This design comes from an exercise in tuning for small area, a short achievable clock period and few clock cycles per item on the open sky130 flow, not from production work. The RTL was checked by simulation tests, not by an equivalence proof against the original design. No activity file was given, so power comes from the tool's default toggle rates.

Setup of the reference run:
Design iir_biquad_mc, start of the top module:
module iir_biquad_mc #(
  parameter int DATA_W = 16,
  parameter int COEF_W = 18,
  parameter int FRAC_W = 16,
  parameter int NUM_CH = 4,
  localparam int CH_W  = (NUM_CH > 1) ? $clog2(NUM_CH) : 1,
  localparam int ACC_W = DATA_W + COEF_W + 3
) (
  input  logic              clk_i,
  input  logic              reset_ni,
  input  logic              in_valid_i,
  output logic              in_ready_o,
  input  logic [CH_W-1:0]   in_ch_i,
  input  logic [DATA_W-1:0] in_data_i,
  input  logic              bypass_i,
  input  logic              state_clr_i,
  input  logic              coef_we_i,
  input  logic [2:0]        coef_sel_i,
  input  logic [COEF_W-1:0] coef_data_i,
  output logic              out_valid_o,
  output logic [CH_W-1:0]   out_ch_o,
  output logic [DATA_W-1:0] out_data_o,
  output logic              out_sat_o
);
==> flow/config.mk <==
export PLATFORM = sky130hd
export DESIGN_NAME = iir_biquad_mc
export DESIGN_NICKNAME = iir_biquad_mc
export VERILOG_FILES = /design/flow/design.v
export SDC_FILE = /design/flow/constraint.sdc
export NUM_CORES = 4
export LEC_CHECK = 0
export ABC_AREA = 1
export CAP_MARGIN = 20
export CORE_MARGIN = 2
export CORE_UTILIZATION = 75
export CTS_CLUSTER_DIAMETER = 90
export CTS_CLUSTER_SIZE = 25
export SLEW_MARGIN = 20
==> flow/constraint.sdc <==
create_clock -name core_clock -period 14.0 [get_ports {clk_i}]
set_input_delay 2.8000 -clock core_clock [delete_from_list [all_inputs] [get_ports {clk_i}]]
set_output_delay 2.8000 -clock core_clock [all_outputs]
set_load 0.01 [all_outputs]
standard.sh (not shown) runs the stock make flow with config.mk's settings and CLKGATE_MAP_FILE= SYNTH_SCRIPT=/design/flow/synth_recipe.tcl, a recipe that flattens the netlist after the stock synthesis.
==> flow/flow/run.sh <==
#!/bin/bash
# Layout flow: the standard layout (standard.sh) with these changes:
#  - after the standard synthesis (unchanged), flow/polarity.py removes inverters between
#    full adders by choosing each full adder's polarity (registers and ports untouched);
#  - timing repair aims for setup slack of at least MARGIN ns at the design's clock period,
#    so the resizer sizes and buffers the pipeline for a short achieved period;
#  - port buffers use a plain buffer cell instead of the default delay-buffer choice;
#  - clock tree: sink clusters of at most 25 flip-flops within 90 um, no dummy loads.
# Logs: flow_synth.log, flow_polarity.log, flow_make.log here, and each step's under orfs/logs.
set -euo pipefail
MARGIN=10.15
R=orfs/results/sky130hd/iir_biquad_mc/base
bash standard.sh synth > flow_synth.log 2>&1
python3 flow/polarity.py "$R/1_2_yosys.v" > flow_polarity.log 2>&1
bash standard.sh "SETUP_SLACK_MARGIN=$MARGIN" \
  "BUFFER_PORTS_ARGS=-buffer_cell sky130_fd_sc_hd__buf_4" \
  "CTS_ARGS=-sink_clustering_enable -repair_clock_nets -sink_clustering_size 25 -sink_clustering_max_diameter 90 -dont_use_dummy_load" \
  finish > flow_make.log 2>&1
Other scripts of this flow, unchanged in this note and not shown: flow/flow/polarity.py
Testbench counts of the reference run, summed over its fixed seeds: cycles 2,088, items 2,048.
Inputs modified between the reference run and the trial run:
--- a/flow/config.mk
+++ b/flow/config.mk
@@ -9,5 +9,5 @@
 export CAP_MARGIN = 20
 export CORE_MARGIN = 2
-export CORE_UTILIZATION = 75
+export CORE_UTILIZATION = 60
 export CTS_CLUSTER_DIAMETER = 90
 export CTS_CLUSTER_SIZE = 25
### Flow results
From the reference run to the trial run the numbers moved as follows: power density normalized to cell area shrank by 5.6 nW/um^2; via count shrank by 6.7%.
Count of plain and timing-repair buffers in the trial run is 13 above the reference run.

iir_biquad_mc, a different RTL version from the one above (not shown whole).
Size: roughly 4800 cells after synthesis, ~66 I/O pins.
clock: 14.0 ns
lec_check: 0
abc_area: 1
cap_margin: 20
core_margin: 2
core_utilization: 60
cts_cluster_diameter: 80
cts_cluster_size: 20
slew_margin: 20
==> flow/flow/run.sh <==
#!/bin/bash
# Layout flow: the standard layout (standard.sh) with these changes:
#  - after the standard synthesis (unchanged), flow/polarity.py removes inverters between
#    full adders by choosing each full adder's polarity (registers and ports untouched);
#  - timing repair aims for setup slack of at least MARGIN ns at the design's clock period,
#    so the resizer sizes and buffers the pipeline for a short achieved period;
#  - port buffers use a plain buffer cell instead of the default delay-buffer choice;
#  - clock tree: sink clusters of at most 20 flip-flops within 80 um, no dummy loads.
# Logs: flow_synth.log, flow_polarity.log, flow_make.log here, and each step's under orfs/logs.
set -euo pipefail
MARGIN=9.9
R=orfs/results/sky130hd/iir_biquad_mc/base
bash standard.sh synth > flow_synth.log 2>&1
python3 flow/polarity.py "$R/1_2_yosys.v" > flow_polarity.log 2>&1
bash standard.sh "SETUP_SLACK_MARGIN=$MARGIN" \
  "BUFFER_PORTS_ARGS=-buffer_cell sky130_fd_sc_hd__buf_4" \
  "CTS_ARGS=-sink_clustering_enable -repair_clock_nets -sink_clustering_size 20 -sink_clustering_max_diameter 80 -dont_use_dummy_load" \
  finish > flow_make.log 2>&1
Other scripts of this flow, unchanged in this note and not shown: flow/flow/polarity.py
Testbench counts at the start, summed over its fixed seeds: cycles 2,088, items 2,048.
==> next run, changes <==
--- a/flow/flow/run.sh
+++ b/flow/flow/run.sh
@@ -10,3 +10,3 @@
 set -euo pipefail
-MARGIN=9.9
+MARGIN=9.96
 R=orfs/results/sky130hd/iir_biquad_mc/base
--- a/flow/config.mk
+++ b/flow/config.mk
@@ -10,3 +10,3 @@
 export CORE_MARGIN = 2
-export CORE_UTILIZATION = 60
+export CORE_UTILIZATION = 70
 export CTS_CLUSTER_DIAMETER = 80
Global-route usage is higher by 5.7 points; first-iteration DRC count goes up by roughly a tenth; sequential share of layout area barely changes; clock skew fell by 0.042 ns; worst hold slack is better by 0.012 ns; setup slack improved by 0.12 ns; routed wire length goes down by a few percent; utilization goes up by 10 points; combinational power rose by a few percent.

==> port drivers added, routing unchanged <==
Ports are ideal in the flow. The routed layouts listed here were re-timed in OpenROAD.
Step 1: set_driving_cell puts a clkbuf_16 on clk_i and a buf_2 on each other input, an assumption about the parent block.
Step 2 moves the port delays by t, midway between the first and last clock arrival at a register: inputs arrive t later, outputs are due t later. That takes back most of the time a late clock gives input paths.
a / b / c = ideal / step 1 / step 2; a / b = the first two.
| run | t, ns | setup WS [ns] | worst hold slack (ns) |
|---|---|---|---|
| the reference run | 0.684 | 10.024 / 9.954 / 9.952 | 0.342 / 0.342 / 0.342 |
| the trial run | 0.702 | 10.002 / 9.929 / 9.750 | 0.349 / 0.349 / 0.349 |
| the first run of note 2 | 0.698 | 9.832 / 9.832 / 9.832 | 0.344 / 0.344 / 0.344 |
| the second run of note 2 | 0.693 | 9.948 / 9.936 / 9.948 | 0.356 / 0.356 / 0.356 |
After both steps every run listed still meets setup and hold. For the trial run, which loses most, drivers alone change the setup slack by -0.073 ns; drivers and shift together by -0.252 ns. The worst setup slack also covers recovery checks on asynchronous resets.
